Source: an optimization exercise on an open RTL-to-GDS flow (aim: small area, a short achievable clock period and few clock cycles per item). Production flows keep margins and buffers that such runs may drop. RTL that was checked went through simulation tests only; none was proved equivalent to the original.

## polynomial_share_generator_mod251
module polynomial_share_generator_mod251 (
    input  logic        i_clk,
    input  logic        i_rst_n,
    input  logic        i_cfg_we,
    input  logic [0:0]  i_cfg_idx,
    input  logic [4:0]  i_cfg_data,
    input  logic        i_valid,
    output logic        o_ready,
    input  logic [63:0] i_item,
    output logic        o_valid,
    input  logic        i_ready,
    output logic [13:0] o_item
);
    logic [3:0]  r_threshold;
    logic [4:0]  r_share_count;
    logic [2:0]  deg;
    logic [4:0]  cnt;
    logic        a_done;
    logic [4:0]  a_n;
    logic [8:0]  a_d0;
    logic [7:1][7:0] a_d;
    logic        load;
    always_ff @(posedge i_clk) begin
        if (!i_rst_n) begin
            r_threshold   <= 4'd2;
            r_share_count <= 5'd4;
        end else if (i_cfg_we) begin
            if (i_cfg_idx == 1'b0) begin
                r_threshold   <= i_cfg_data[3:0];
            end else begin
                r_share_count <= i_cfg_data;
            end
        end
    end
    always_comb begin
        if (r_threshold == 4'd0)     deg = 3'd0;
        else if (r_threshold > 4'd8) deg = 3'd7;
        else                         deg = 3'(r_threshold - 4'd1);
        if (r_share_count == 5'd0)       cnt = 5'd1;
        else if (r_share_count > 5'd16)  cnt = 5'd16;
        else                             cnt = r_share_count;
    end
    psg_seq u_seq (
  ...
Size: roughly 2700 cells after synthesis, ~310 flip-flops, ~0.025 mm^2 of cells after synthesis.
Settings: LEC_CHECK=0, CAP_MARGIN=20, CORE_MARGIN=2, CORE_UTILIZATION=40, SLEW_MARGIN=20; clock period 11.0 ns.
standard.sh (not shown) runs the stock make flow with config.mk's settings and CLKGATE_MAP_FILE= SYNTH_SCRIPT=/design/flow/synth_recipe.tcl, a recipe that flattens the netlist after the stock synthesis.
==> flow/flow/run.sh <==
#!/bin/bash
# Standard layout, with timing repair asked to leave 8.5 ns of setup slack at the design's
# clock period (the standard flow stops repairing once the design meets the period).
set -euo pipefail
bash standard.sh SETUP_SLACK_MARGIN=8.5 finish > flow_standard.log 2>&1
==> next run, changes <==
==> flow/run.sh (new file) <==
#!/bin/bash
# synth_recipe.tcl (not shown) runs the flow's synth.tcl, then flattens the netlist and writes it again
# the make line also repeats each setting of config.mk as NAME=value (left out here)
make -C /OpenROAD-flow-scripts/flow DESIGN_CONFIG=/design/flow/config.mk WORK_HOME=/design/flow/orfs CLKGATE_MAP_FILE= SYNTH_SCRIPT=/design/flow/synth_recipe.tcl finish
removed: flow/flow/run.sh
removed: flow/standard.sh
Outcome: The changed run went through all stages and came out clean. Sequential cell count does not change. Via count falls by 8.6%. Setup slack is worse by 0.45 ns. Synthesized cell count stays the same. Cell area came out lower by 21%. Global-route usage came out lower by 2.5 points. Die area does not change. Hold slack is worse by 0.0039 ns.
==> next run, changes <==
==> flow/flow/run.sh (new file) <==
#!/bin/bash
# Standard layout, with timing repair asked to leave 7.5 ns of setup slack at the design's
# clock period (the standard flow stops repairing once the design meets the period).
set -euo pipefail
bash standard.sh SETUP_SLACK_MARGIN=7.5 finish > flow_standard.log 2>&1
==> flow/standard.sh (new file) <==
#!/bin/bash
# synth_recipe.tcl (not shown) runs the flow's synth.tcl, then flattens the netlist and writes it again
# the make line also repeats each setting of config.mk as NAME=value (left out here)
make -C /OpenROAD-flow-scripts/flow DESIGN_CONFIG=/design/flow/config.mk WORK_HOME=/design/flow/orfs CLKGATE_MAP_FILE= SYNTH_SCRIPT=/design/flow/synth_recipe.tcl "${@:-finish}"
removed: flow/run.sh
The changed run completed with no timing, DRC or antenna violations.
Flip-flop and latch count does not change.
Routed wire length goes up by 0.56%.
Hold slack is worse by 0.0061 ns.
Sequential share of layout area falls by 0.80 points.
Final area is higher by 3.0%.
Function was not checked in any run of this note: the RTL went through the layout flow alone.

========
== job 5262 ==
polynomial_share_generator_mod251, a different RTL version from the one above (not shown whole).
Size: ~230 flip-flops, about 91 I/O pins, about 0.020 mm^2 of cells after synthesis.
export LEC_CHECK = 0
export CAP_MARGIN = 20
export CORE_MARGIN = 2
export CORE_UTILIZATION = 40
export SLEW_MARGIN = 20
create_clock -name core_clock -period 11.0 [get_ports {i_clk}]
==> flow/flow/run.sh <==
#!/bin/bash
# Standard layout, with timing repair asked to leave 7.4 ns of setup slack at the design's
# clock period (the standard flow stops repairing once the design meets the period).
set -euo pipefail
bash standard.sh SETUP_SLACK_MARGIN=7.4 finish > flow_standard.log 2>&1
Testbench counts of job 5262, summed over its fixed seeds: cycles 13,393, shares 13,040.
### job 5262 -> job 516
==> flow/flow/run.sh <==
#!/bin/bash
# Standard layout, with timing repair asked to leave 7.2 ns of setup slack at the design's
# clock period (the standard flow stops repairing once the design meets the period).
set -euo pipefail
bash standard.sh SETUP_SLACK_MARGIN=7.2 finish > flow_standard.log 2>&1
Findings:
- Diff job 5262 -> job 516: number of violations reported at the end of detailed-routing iteration 0 has decreased; clock-buffer cell count has decreased.
The following lists how job 4075 was set up differently from job 516:
==> flow/flow/run.sh <==
#!/bin/bash
# Standard layout, with timing repair asked to leave 7.7 ns of setup slack at the design's
# clock period (the standard flow stops repairing once the design meets the period).
set -euo pipefail
bash standard.sh SETUP_SLACK_MARGIN=7.7 finish > flow_standard.log 2>&1
==> summary.txt <==
From job 516 to job 4075 the numbers moved as follows: global-route wire length before repair went up by about 5%, utilization went up by 4.2 points. Diff job 516 -> job 4075 | fmax | increase of about 0.7%. Looking at non-clock buffer count across job 516 and job 4075, the one that comes out higher is job 4075. Wire: job 4075 routes more than job 516. Against job 516, job 4075 reports a worst slack at placement that is higher.

========
branch lagoon:
polynomial_share_generator_mod251, a different RTL version from the one above (not shown whole).
Size in the first run: roughly 2000 cells after synthesis, roughly 280 flip-flops, about 20000 um^2 of cells after synthesis.
clock: 11.0 ns
lec_check: 0
cap_margin: 20
core_margin: 2
core_utilization: 60
slew_margin: 20
==> flow/flow/run.sh <==
#!/bin/bash
# Standard layout, with timing repair asked to leave 7.5 ns of setup slack at the design's
# clock period (the standard flow stops repairing once the design meets the period).
set -euo pipefail
bash standard.sh SETUP_SLACK_MARGIN=7.5 finish > flow_standard.log 2>&1
branch lagoon: all stages complete, timing, DRC and antenna checks passed
Testbench counts of branch lagoon, summed over its fixed seeds: cycles 13,700, shares 13,040.
Input changes introduced in branch tundra (baseline for comparison: branch lagoon):
diff --git a/flow/config.mk b/flow/config.mk
--- a/flow/config.mk
+++ b/flow/config.mk
@@ -9,3 +9,3 @@
 export CORE_MARGIN = 2
-export CORE_UTILIZATION = 60
+export CORE_UTILIZATION = 40
 export SLEW_MARGIN = 20
The flow did not stop early for branch tundra: all stages ran, and the layout cleared the timing, DRC and antenna checks. From branch lagoon to branch tundra the numbers moved as follows: DRC violation total after the first TritonRoute iteration saw a decrease; final setup slack of the worst path saw an increase; number of iterations in the first detailed-routing pass decreased 2; headroom to the max-slew limit now smaller; horizontal die dimension up 22%. Relative to branch lagoon, clock latency on the worst-skew pair has gone up in branch tundra. Relative to branch lagoon, overall routing resource usage has decreased by 8.6 points in branch tundra. Non-clock buffer instance count of the final layout shrinks by a few percent when moving from branch lagoon to branch tundra. Diff branch lagoon -> branch tundra: routed metal-1 wire length shows an increase of about 3%; total wirelength of the detailed-routed design shows a reduction of about 1.3%; post-CTS repair timing setup buffer count shows an increase of 8.

========
polynomial_share_generator_mod251 with an RTL version that a note above also has.
For scale: roughly 20000 µm² of cells after synthesis.
Design polynomial_share_generator_mod251, start of the top module:
module polynomial_share_generator_mod251 (
    input  logic        i_clk,
    input  logic        i_rst_n,
    input  logic        i_cfg_we,
    input  logic [0:0]  i_cfg_idx,
    input  logic [4:0]  i_cfg_data,
    input  logic        i_valid,
    output logic        o_ready,
    input  logic [63:0] i_item,
    output logic        o_valid,
    input  logic        i_ready,
    output logic [13:0] o_item
);
export LEC_CHECK = 0
export CAP_MARGIN = 20
export CORE_MARGIN = 2
export CORE_UTILIZATION = 40
export SLEW_MARGIN = 20
create_clock -name core_clock -period 11.0 [get_ports {i_clk}]
==> flow/flow/run.sh <==
#!/bin/bash
# Standard layout, with timing repair asked to leave 7.0 ns of setup slack at the design's
# clock period (the standard flow stops repairing once the design meets the period).
set -euo pipefail
bash standard.sh SETUP_SLACK_MARGIN=7.0 finish > flow_standard.log 2>&1
Testbench counts at the start, summed over its fixed seeds: cycles 13,393, shares 13,040.
==> next run, changes <==
==> flow/flow/run.sh (replaced) <==
#!/bin/bash
# Standard layout, with timing repair asked to leave 7.5 ns of setup slack at the design's
# clock period (the standard flow stops repairing once the design meets the period).
set -euo pipefail
bash standard.sh SETUP_SLACK_MARGIN=7.5 finish > flow_standard.log 2>&1
What happened:
- clock-buffer cell count increases by 4
- global-route usage climbs by 0.31 points
- setup slack gets better by 330 ps
==> next run, changes <==
==> flow/flow/run.sh (replaced) <==
#!/bin/bash
# Standard layout, with timing repair asked to leave 7.3 ns of setup slack at the design's
# clock period (the standard flow stops repairing once the design meets the period).
set -euo pipefail
bash standard.sh SETUP_SLACK_MARGIN=7.3 finish > flow_standard.log 2>&1
=>
- The changed run produced a clean layout
- register-to-register slack improves by 40 ps
- utilization drops by 1.3 points
- die area does not change
- wire length climbs by 0.74%
- non-clock buffer count falls by 42
- area after synthesis is unchanged
- worst hold slack gets worse by 12 ps

========
polynomial_share_generator_mod251, a different RTL version from the one above (not shown whole).
For scale: roughly 20000 um2 of cells after synthesis.
clock: 11.0 ns
lec_check: 0
cap_margin: 20
core_margin: 2
core_utilization: 40
slew_margin: 20
run.sh (not shown) runs the stock make flow with config.mk's settings and CLKGATE_MAP_FILE= SYNTH_SCRIPT=/design/flow/synth_recipe.tcl, a recipe that flattens the netlist after the stock synthesis.
Stock flow here: none of the scripts above is used.
Testbench counts at the start, summed over its fixed seeds: cycles 14,034, shares 13,040.
Rerun with:
==> flow/flow/run.sh (new file) <==
#!/bin/bash
# Standard layout, with timing repair asked to leave 7.5 ns of setup slack at the design's
# clock period (the standard flow stops repairing once the design meets the period).
set -euo pipefail
bash standard.sh SETUP_SLACK_MARGIN=7.5 finish > flow_standard.log 2>&1
==> flow/standard.sh (new file) <==
#!/bin/bash
# synth_recipe.tcl (not shown) runs the flow's synth.tcl, then flattens the netlist and writes it again
# the make line also repeats each setting of config.mk as NAME=value (left out here)
make -C /OpenROAD-flow-scripts/flow DESIGN_CONFIG=/design/flow/config.mk WORK_HOME=/design/flow/orfs CLKGATE_MAP_FILE= SYNTH_SCRIPT=/design/flow/synth_recipe.tcl "${@:-finish}"
removed: flow/run.sh
Effect:
- The changed run completed with no timing, DRC or antenna violations
- area after synthesis stays the same
- core utilization increases by 1.6 points
- non-clock buffer count increases by 42
- final area increases by 3.5%
- final cell count increases by 1.4%
- routed wire length increases by 3.0%
- via count increases by about 1.8%
- worst setup slack improves by 0.79 ns
- count of clock-buffer cells in the layout increases by 7

========
The RTL this note starts from:
==> flow/design.v <==
package psg_pkg;
    localparam int NUM_COEF_FIELDS = 8;
    localparam int COEF_W          = 8;
    localparam int THRESH_W        = 4;
    localparam int SHARE_CNT_W     = 5;
    localparam int VALUE_W         = 8;
    localparam int DEF_MAX_COEFS   = 8;
    localparam int DEF_MAX_SHARES  = 16;
endpackage
module psg_mulj #(
    parameter int J = 1
) (
    input  logic [7:0]  i_a,
    input  logic [7:0]  i_b,
    output logic [11:0] o_v
);
    assign o_v = 12'(J) * 12'(i_a) + 12'(J) * 12'(i_b);
endmodule
module psg_fold (
    input  logic [11:0] i_v,
    output logic [7:0]  o_s
);
    logic [8:0] f;
    logic [9:0] t;
    always_comb begin
        f   = 9'(i_v[7:0]) + 9'(i_v[11:8]) + {3'b0, i_v[11:8], 2'b0};
        t   = 10'(f) + 10'd5;
        o_s = (t[9:8] != 2'b00) ? t[7:0] : f[7:0];
    end
endmodule
module psg_add2 (
    input  logic [7:0] i_a,
    input  logic [7:0] i_b,
    output logic [7:0] o_s
);
    logic [8:0] s;
    logic [8:0] t;
    always_comb begin
        s   = 9'(i_a) + 9'(i_b);
        t   = 9'(i_a) + 9'(i_b) + 9'd5;
        o_s = t[8] ? t[7:0] : s[7:0];
    end
endmodule
module psg_add3c (
    input  logic [8:0] i_a,
    input  logic [8:0] i_b,
    input  logic [8:0] i_c,
    output logic [7:0] o_s
);
    logic [8:0] x;
    logic [9:0] y;
    logic [9:0] s0;
    logic [9:0] s1;
    logic [9:0] s2;
    always_comb begin
        x  = i_a ^ i_b ^ i_c;
        y  = {(i_a & i_b) | (i_a & i_c) | (i_b & i_c), 1'b0};
        s0 = 10'(x) + y;
        s1 = 10'(x) + y + 10'd5;      
        s2 = 10'(x) + y + 10'd10;     
        if (s2[9])                 o_s = s2[7:0];
        else if (s1[9:8] != 2'b00) o_s = s1[7:0];
        else                       o_s = s0[7:0];
    end
endmodule
module psg_red2 (
    input  logic [8:0] i_a,
    output logic [7:0] o_s
);
    logic [9:0] s1;
    logic [9:0] s2;
    always_comb begin
        s1 = 10'(i_a) + 10'd5;       
        s2 = 10'(i_a) + 10'd10;      
        if (s2[9])                 o_s = s2[7:0];
        else if (s1[9:8] != 2'b00) o_s = s1[7:0];
        else                       o_s = i_a[7:0];
    end
endmodule
module psg_add3 (
    input  logic [8:0] i_a,
    input  logic [8:0] i_b,
    input  logic [8:0] i_c,
    output logic [7:0] o_s
);
    logic [9:0] s0;
    logic [9:0] s1;
    logic [9:0] s2;
    always_comb begin
        s0 = 10'(i_a) + 10'(i_b) + 10'(i_c);
        s1 = 10'(i_a) + 10'(i_b) + 10'(i_c) + 10'd5;      
        s2 = 10'(i_a) + 10'(i_b) + 10'(i_c) + 10'd10;     
        if (s2[9])                 o_s = s2[7:0];
        else if (s1[9:8] != 2'b00) o_s = s1[7:0];
        else                       o_s = s0[7:0];
    end
endmodule
module psg_seq (
    input  logic        i_clk,
    input  logic        i_rst_n,
    input  logic        i_valid,
    input  logic [63:0] i_item,
    input  logic [2:0]  i_deg,       
    input  logic [4:0]  i_n,
    input  logic        i_take,      
    output logic        o_full,
    output logic        o_ready,     
    output logic        o_done,
    output logic [4:0]  o_n,
    output logic [63:0] o_tab        
);
    logic        r_full;
    logic        r_ready;
    logic        r_done;
    logic        r_ph;               
    logic [2:0]  r_steps;
    logic [7:2]  r_live;             
    logic [4:0]  r_n;
    logic [7:0]  r_d0;
    logic [7:1][7:0]  r_d;
    logic [7:2][11:0] r_v;
    logic [7:2][11:0] n_v;
    logic [7:1][7:0]  n_d;
    logic [7:2][7:0]  m_d;           
    logic [7:2]       we;            
    logic [7:0]       coef;          
    logic [8:0]       s1;
    assign o_full  = r_full;
    assign o_ready = r_ready;
    assign o_done  = r_done;
    assign o_n     = r_n;
    assign o_tab   = {m_d, r_d[1], r_d0};
    always_comb begin
        for (int j = 2; j < 8; j++) m_d[j] = r_live[j] ? r_d[j] : 8'd0;
        we[2] = 1'b1;
        for (int j = 3; j < 8; j++) we[j] = r_live[j-1];
        coef = 8'd0;
        for (int j = 2; j < 8; j++) if (we[j] && !r_live[j]) coef = r_d[j];
    end
    assign s1 = 9'(r_d[1]) + 9'(r_d0);
    psg_red2 u_red1 (.i_a(s1), .o_s(n_d[1]));
    psg_mulj #(.J(2)) u_mul2 (.i_a(m_d[2]), .i_b(r_d[1]), .o_v(n_v[2]));
    generate
        for (genvar j = 3; j < 7; j++) begin : g_mul
            psg_mulj #(.J(j)) u_mul (.i_a(m_d[j]), .i_b(r_d[j-1]), .o_v(n_v[j]));
        end
        for (genvar j = 2; j < 8; j++) begin : g_fold
            psg_fold u_fold (.i_v(r_v[j]), .o_s(n_d[j]));
        end
    endgenerate
    psg_mulj #(.J(7)) u_mul7 (.i_a(8'd0), .i_b(r_d[6]), .o_v(n_v[7]));
    always_ff @(posedge i_clk) begin
        if (!i_rst_n) begin
            r_full  <= 1'b0;
            r_ready <= 1'b1;
            r_done  <= 1'b0;
        end else if (!r_full) begin
            r_full  <= i_valid;
            r_ready <= !i_valid;
            r_done  <= i_valid && (i_deg <= 3'd1);
        end else if (i_take) begin
            r_full  <= 1'b0;
            r_ready <= 1'b1;
            r_done  <= 1'b0;
        end else if (r_steps != 3'd0 && r_ph) begin
            r_done <= (r_steps == 3'd1);
        end
    end
    always_ff @(posedge i_clk) begin
        if (!r_full) begin
            r_v     <= '0;
            r_v[2]  <= {3'b0, i_item[63:56], 1'b0};
            r_ph    <= 1'b1;
            r_live  <= '0;
            r_steps <= (i_deg == 3'd0) ? 3'd0 : i_deg - 3'd1;
            r_n     <= i_n;
            r_d0    <= (i_deg == 3'd0) ? i_item[63:56] : i_item[55:48];
            r_d[1]  <= (i_deg == 3'd0) ? 8'd0 : i_item[63:56];
            for (int j = 2; j < 8; j++) r_d[j] <= i_item[(7-j)*8 +: 8];
        end else if (r_steps != 3'd0) begin
            r_v  <= n_v;
            r_ph <= !r_ph;
            if (r_ph) begin
                r_steps <= r_steps - 3'd1;
                r_live  <= {r_live[6:2], 1'b1};
                r_d0    <= coef;
                r_d[1]  <= n_d[1];
                for (int j = 2; j < 8; j++) if (we[j]) r_d[j] <= n_d[j];
            end
        end
    end
endmodule
module polynomial_share_generator_mod251 (
    input  logic        i_clk,
    input  logic        i_rst_n,
    input  logic        i_cfg_we,
    input  logic [0:0]  i_cfg_idx,
    input  logic [4:0]  i_cfg_data,
    input  logic        i_valid,
    output logic        o_ready,
    input  logic [63:0] i_item,
    output logic        o_valid,
    input  logic        i_ready,
    output logic [13:0] o_item
);
    logic [3:0]  r_threshold;
    logic [4:0]  r_share_count;
    logic [2:0]  deg;
    logic [4:0]  cnt;
    logic        a_full;
    logic        a_done;
    logic [4:0]  a_n;
    logic [63:0] a_tab;
    logic        load;
    always_ff @(posedge i_clk) begin
        if (!i_rst_n) begin
            r_threshold   <= 4'd2;
            r_share_count <= 5'd4;
        end else if (i_cfg_we) begin
            if (i_cfg_idx == 1'b0) begin
                r_threshold   <= i_cfg_data[3:0];
            end else begin
                r_share_count <= i_cfg_data;
            end
        end
    end
    always_comb begin
        if (r_threshold == 4'd0)     deg = 3'd0;
        else if (r_threshold > 4'd8) deg = 3'd7;
        else                         deg = 3'(r_threshold - 4'd1);
        if (r_share_count == 5'd0)       cnt = 5'd1;
        else if (r_share_count > 5'd16)  cnt = 5'd16;
        else                             cnt = r_share_count;
    end
    psg_seq u_seq (
        .i_clk    (i_clk),
        .i_rst_n  (i_rst_n),
        .i_valid  (i_valid),
        .i_item   (i_item),
        .i_deg    (deg),
        .i_n      (cnt),
        .i_take   (load),
        .o_full   (a_full),
        .o_ready  (o_ready),
        .o_done   (a_done),
        .o_n      (a_n),
        .o_tab    (a_tab)
    );
    logic        r_valid;
    logic        r_last;
    logic [4:0]  r_x;
    logic [4:0]  r_n;
    logic [7:0]  r_out;
    logic [7:1][7:0] r_r;
        logic [6:1][7:0] st_r;
    logic [7:0]  ld_out;
    logic [7:0]  st_out;
    logic        step;
    logic        sel_load;
    logic        en;
    assign sel_load = a_done && (!r_valid || r_last);
    assign load = sel_load && (!r_valid || i_ready);
    assign step = r_valid && i_ready && !r_last;
    assign en   = load || step;
    generate
        for (genvar j = 1; j < 7; j++) begin : g_add
            psg_add2 u_add (.i_a(r_r[j]), .i_b(r_r[j+1]), .o_s(st_r[j]));
        end
    endgenerate
    psg_add3 u_out_ld (.i_a({1'b0, a_tab[7:0]}), .i_b({1'b0, a_tab[15:8]}), .i_c(9'd0), .o_s(ld_out));
    psg_add3c u_out_st (.i_a({1'b0, r_out}), .i_b({1'b0, r_r[1]}), .i_c({1'b0, r_r[2]}), .o_s(st_out));
    always_ff @(posedge i_clk) begin
        if (!i_rst_n) begin
            r_valid <= 1'b0;
        end else if (load) begin
            r_valid <= 1'b1;
        end else if (i_ready) begin
            if (r_last) r_valid <= 1'b0;
        end
    end
    always_ff @(posedge i_clk) begin
        if (en) begin
            r_x    <= sel_load ? 5'd1 : r_x + 5'd1;
            r_n    <= sel_load ? a_n : r_n;
            r_last <= sel_load ? (a_n == 5'd1) : (r_x + 5'd1 == r_n);
            r_out  <= sel_load ? ld_out : st_out;
            r_r    <= sel_load ? a_tab[63:8] : {r_r[7], st_r};
        end
    end
    assign o_valid = r_valid;
    assign o_item  = {r_x, r_out, r_last};
endmodule
==> flow/config.mk <==
export PLATFORM = sky130hd
export DESIGN_NAME = polynomial_share_generator_mod251
export DESIGN_NICKNAME = polynomial_share_generator_mod251
export VERILOG_FILES = /design/flow/design.v
export SDC_FILE = /design/flow/constraint.sdc
export NUM_CORES = 4
export LEC_CHECK = 0
export CAP_MARGIN = 20
export CORE_MARGIN = 2
export CORE_UTILIZATION = 40
export SLEW_MARGIN = 20
==> flow/constraint.sdc <==
create_clock -name core_clock -period 11.0 [get_ports {i_clk}]
set_input_delay 2.2000 -clock core_clock [delete_from_list [all_inputs] [get_ports {i_clk}]]
set_output_delay 2.2000 -clock core_clock [all_outputs]
set_load 0.01 [all_outputs]
standard.sh (not shown) runs the stock make flow with config.mk's settings and CLKGATE_MAP_FILE= SYNTH_SCRIPT=/design/flow/synth_recipe.tcl, a recipe that flattens the netlist after the stock synthesis.
==> flow/flow/run.sh <==
#!/bin/bash
# Standard layout, with timing repair asked to leave 7.0 ns of setup slack at the design's
# clock period (the standard flow stops repairing once the design meets the period).
set -euo pipefail
bash standard.sh SETUP_SLACK_MARGIN=7.0 finish > flow_standard.log 2>&1
Change:
==> flow/flow/run.sh (replaced) <==
#!/bin/bash
# Standard layout, with timing repair asked to leave 7.5 ns of setup slack at the design's
# clock period (the standard flow stops repairing once the design meets the period).
set -euo pipefail
bash standard.sh SETUP_SLACK_MARGIN=7.5 finish > flow_standard.log 2>&1
After rerunning: Setup slack gets better by 61 ps. Routed wire length increases by 2.8%. Sequential share of layout area drops by 1.4 points. Clock-buffer cell count goes up by 4. Cell area grows by 5.6%. Non-clock buffer count grows by 69.
No run of this note included a check of the RTL's function; only the layout flow was run.

[static timing again, ports no longer ideal]
Ports are ideal in the flow. The routed layouts listed here were re-timed in OpenROAD. Step 1 assumes that a clkbuf_16 drives the clock port and a buf_2 every other input. Step 2 times the ports against the registers' clock, not the clock port: input delays grow and output delays shrink by t, the midpoint of the rising clock arrivals with the driver on. Three values: ideal ports, drivers, drivers and shift; two values: the first two.
run | shift t [ns] | setup slack, ns | hold WS [ns] | worst setup path at the end | worst data-port slew with drivers (ns)
the first run of note 1 | 0.619 | 7.523 / 7.514 / 7.523 | 0.422 / 0.422 / 0.422 | register to register | 0.09
the second run of note 1 | 0.615 | 7.075 / 7.075 / 6.933 | 0.418 / 0.418 / 0.418 | input to register | 0.09
the third run of note 1 | 0.601 | 7.425 / 7.425 / 7.121 | 0.412 / 0.412 / 0.412 | input to register | 0.06
job 5262 | 0.619 | 7.269 / 7.269 / 6.911 | 0.471 / 0.471 / 0.471 | input to register | 0.04
job 516 | 0.612 | 7.258 / 7.201 / 6.879 | 0.454 / 0.454 / 0.454 | input to register | 0.05
job 4075 | 0.624 | 7.284 / 7.284 / 7.154 | 0.483 / 0.483 / 0.483 | input to register | 0.05
branch lagoon | 0.579 | 7.339 / 7.339 / 7.144 | 0.433 / 0.433 / 0.433 | input to register | 0.05
branch tundra | 0.641 | 7.477 / 7.477 / 7.000 | 0.432 / 0.432 / 0.432 | input to register | 0.06
the first run of note 4 | 0.617 | 7.040 / 6.986 / 6.862 | 0.455 / 0.455 / 0.455 | input to register | 0.05
the second run of note 4 | 0.629 | 7.374 / 7.360 / 7.101 | 0.481 / 0.481 / 0.481 | input to register | 0.04
the third run of note 4 | 0.637 | 7.347 / 7.292 / 6.792 | 0.469 / 0.469 / 0.469 | input to register | 0.07
the first run of note 5 | 0.588 | 6.684 / 6.684 / 6.684 | 0.436 / 0.436 / 0.436 | register to register | 0.06
the second run of note 5 | 0.611 | 7.477 / 7.477 / 7.080 | 0.437 / 0.437 / 0.437 | input to register | 0.06
the first run of note 6 | 0.619 | 6.957 / 6.957 / 6.957 | 0.446 / 0.446 / 0.446 | register to register | 0.05
the second run of note 6 | 0.617 | 7.018 / 7.018 / 7.018 | 0.455 / 0.455 / 0.455 | register to register | 0.05
After both steps setup and hold are still met in every run listed. The setup slack of the third run of note 4, which loses most, moves by -0.055 ns with the drivers and by -0.555 ns with both steps.
